Context: an optimization exercise on an open-source flow, tuned for small area. The choices shown serve that exercise and are no tape-out recipe.
In this exercise RTL edits were held to simulation tests only and were not proved equivalent to the original.
No activity file was given, so power comes from the tool's default toggle rates.

## oak
Design regfile_mp, start of the top module:
module regfile_mp #(
  parameter int                DATA_W      = regfile_pkg::RF_DATA_W,
  parameter int                ADDR_W      = regfile_pkg::RF_ADDR_W,
  parameter int                NUM_RD      = 2,
  parameter logic [NUM_RD-1:0] RD_REG_MASK = 2'b10,
  parameter bit                ZERO_REG    = 1'b1
) (
  input  logic                     clk,
  input  logic                     rst,
  input  logic                     write_enable,
  input  logic [ADDR_W-1:0]        addr_w,
  input  logic [DATA_W-1:0]        data_w,
  input  logic [NUM_RD*ADDR_W-1:0] addr_r,
  output logic [NUM_RD*DATA_W-1:0] data_r,
  output logic                     init_busy
);
Size: about 3200 cells after synthesis, about 39000 um^2 of cells after synthesis.
==> flow/config.mk <==
export PLATFORM = sky130hd
export DESIGN_NAME = regfile_mp
export DESIGN_NICKNAME = regfile_mp
export VERILOG_FILES = /design/flow/design.v
export SDC_FILE = /design/flow/constraint.sdc
export NUM_CORES = 4
export LEC_CHECK = 0
export CAP_MARGIN = 20
export CELL_PAD_IN_SITES_DETAIL_PLACEMENT = 1
export CELL_PAD_IN_SITES_GLOBAL_PLACEMENT = 1
export CORE_MARGIN = 2
export CORE_UTILIZATION = 30
export PLACE_DENSITY = 0.4
export SLEW_MARGIN = 20
export SYNTH_HIERARCHICAL = 1
==> flow/constraint.sdc <==
create_clock -name core_clock -period 7.0 [get_ports {clk}]
set_input_delay 1.4000 -clock core_clock [delete_from_list [all_inputs] [get_ports {clk}]]
set_output_delay 1.4000 -clock core_clock [all_outputs]
set_load 0.01 [all_outputs]
standard.sh (not shown) runs the stock make flow with config.mk's settings and CLKGATE_MAP_FILE= SYNTH_SCRIPT=/design/flow/synth_recipe.tcl, a recipe that flattens the netlist after the stock synthesis.
==> flow/flow/run.sh <==
#!/bin/bash
# Standard ORFS layout with two changes: the clock tree uses larger sink
# clusters and no dummy loads, and the port buffers are buf_1.
set -euo pipefail
export CTS_ARGS="-sink_clustering_enable -repair_clock_nets -dont_use_dummy_load -buf_list sky130_fd_sc_hd__clkbuf_8 -sink_clustering_size 14 -sink_clustering_max_diameter 70"
export BUFFER_PORTS_ARGS="-buffer_cell sky130_fd_sc_hd__buf_1"
bash standard.sh > standard_flow.log 2>&1
oak completed every stage of the flow, and the final layout passed the timing, DRC and antenna checks.
### oak -> pine
- an added CTS_BUF_LIST of sky130_fd_sc_hd__clkbuf_4
==> flow/run.sh (new file) <==
#!/bin/bash
# synth_recipe.tcl (not shown) runs the flow's synth.tcl, then flattens the netlist and writes it again
# the make line also repeats each setting of config.mk as NAME=value (left out here)
make -C /OpenROAD-flow-scripts/flow DESIGN_CONFIG=/design/flow/config.mk WORK_HOME=/design/flow/orfs CLKGATE_MAP_FILE= SYNTH_SCRIPT=/design/flow/synth_recipe.tcl finish
removed: flow/flow/run.sh
removed: flow/standard.sh
==> comparison <==
- Clock network area share was lower in oak than in pine.
- Proportion of power drawn by the clock network up 13 points in pine wrt oak
- Register fraction of the total cell area ended up 3.4 points lower on pine than on oak.
- As far as area of the mapped netlist goes, pine and oak are indistinguishable; the numbers are identical.
- Relative to oak, the buffer levels on the longest clock path of pine is higher by 1.
- Total number of tap cells came out exactly the same in pine and oak.
The inputs of birch differ from those of pine as listed below.
- a deleted CTS_BUF_LIST that had been sky130_fd_sc_hd__clkbuf_4
==> flow/flow/run.sh (new file) <==
#!/bin/bash
# Standard ORFS layout with two changes: the clock tree uses larger sink
# clusters and no dummy loads, and the port buffers are buf_1.
set -euo pipefail
export CTS_ARGS="-sink_clustering_enable -repair_clock_nets -dont_use_dummy_load -buf_list sky130_fd_sc_hd__clkbuf_16 -sink_clustering_size 20 -sink_clustering_max_diameter 100"
export BUFFER_PORTS_ARGS="-buffer_cell sky130_fd_sc_hd__buf_1"
bash standard.sh > standard_flow.log 2>&1
==> flow/standard.sh (new file) <==
#!/bin/bash
# synth_recipe.tcl (not shown) runs the flow's synth.tcl, then flattens the netlist and writes it again
# the make line also repeats each setting of config.mk as NAME=value (left out here)
make -C /OpenROAD-flow-scripts/flow DESIGN_CONFIG=/design/flow/config.mk WORK_HOME=/design/flow/orfs CLKGATE_MAP_FILE= SYNTH_SCRIPT=/design/flow/synth_recipe.tcl "${@:-finish}"
removed: flow/run.sh
[summary]
Diff pine -> birch | number of non-clock buffers in the layout | decrease of 52. In birch the setup slack at placement turned out 0.43 ns higher than in pine. Cell area power density (birch vs. pine) decreases by more than 10%. Sequential share of layout area: birch vs pine up 3.3 points. Looking at multi-input gate share of the layout cell area, birch sits 3.1 points above pine. birch against pine: routed length on met1 shows a reduction of about 2.6%, DRC violations left comparable, max-cap check violation count comparable.
--- input diff birch..maple ---
- a change of PLACE_DENSITY from 0.4 to 0.45
- a change of CORE_UTILIZATION from 30 to 35
### Flow results
- When the final numbers for maple and birch were put side by side, the sequential share of layout area turned out to be greater in maple.
- Taking birch as the reference, in maple worst hold slack ~0 delta; net switching share of the total power -0.32 points; number of search-and-repair iterations in the first detailed-routing pass -1.
- Re critical path's largest stage delay: maple is 0.37 ns down on birch.
- maple — layout overhead on the synthesized area 0.81 points lower, birch as reference
- As far as fraction of final layout cells with drive strength greater than 1 is concerned, maple and birch perform about the same.
- Compared to birch, maple shows a narrower setup margin.
- maple vs birch: final area down slightly
- maple vs birch — shortest period the worst path allows rose 0.016 ns.
- Compared with birch, last weighted congestion value of the routability-driven placer in maple increased by a few percent.
- birch vs maple, launch point of the critical path: addr_r[1] vs addr_r[0]

==> port drivers added, routing unchanged <==
The flow's constraints put no driver on any port. The routed layouts listed below were extracted and timed again, unchanged, in two steps. Step 1, drivers: a clkbuf_16 drives clk and a buf_2 each remaining input, both assumed. Step 2 times the ports against the registers' clock, not the clock port: input delays grow and output delays shrink by t, the midpoint of the rising clock arrivals with the driver on. Three values: ideal, step 1, step 2; two values: the first two.
| run | shift t [ns] | setup WS [ns] | slew at the worst register clock pin (ns) |
|---|---|---|---|
| oak | 0.879 | 0.853 / 0.769 / 0.769 | 0.11 / 0.11 |
| pine | 1.346 | 0.463 / 0.440 / 0.440 | 0.08 / 0.08 |
| birch | 0.770 | 0.892 / 0.804 / 0.804 | 0.10 / 0.10 |
| maple | 0.764 | 0.875 / 0.846 / 0.846 | 0.09 / 0.09 |
After both steps every run listed still meets setup and hold. The setup slack of birch, which loses most, moves by -0.088 ns with the drivers and by -0.088 ns with both steps.
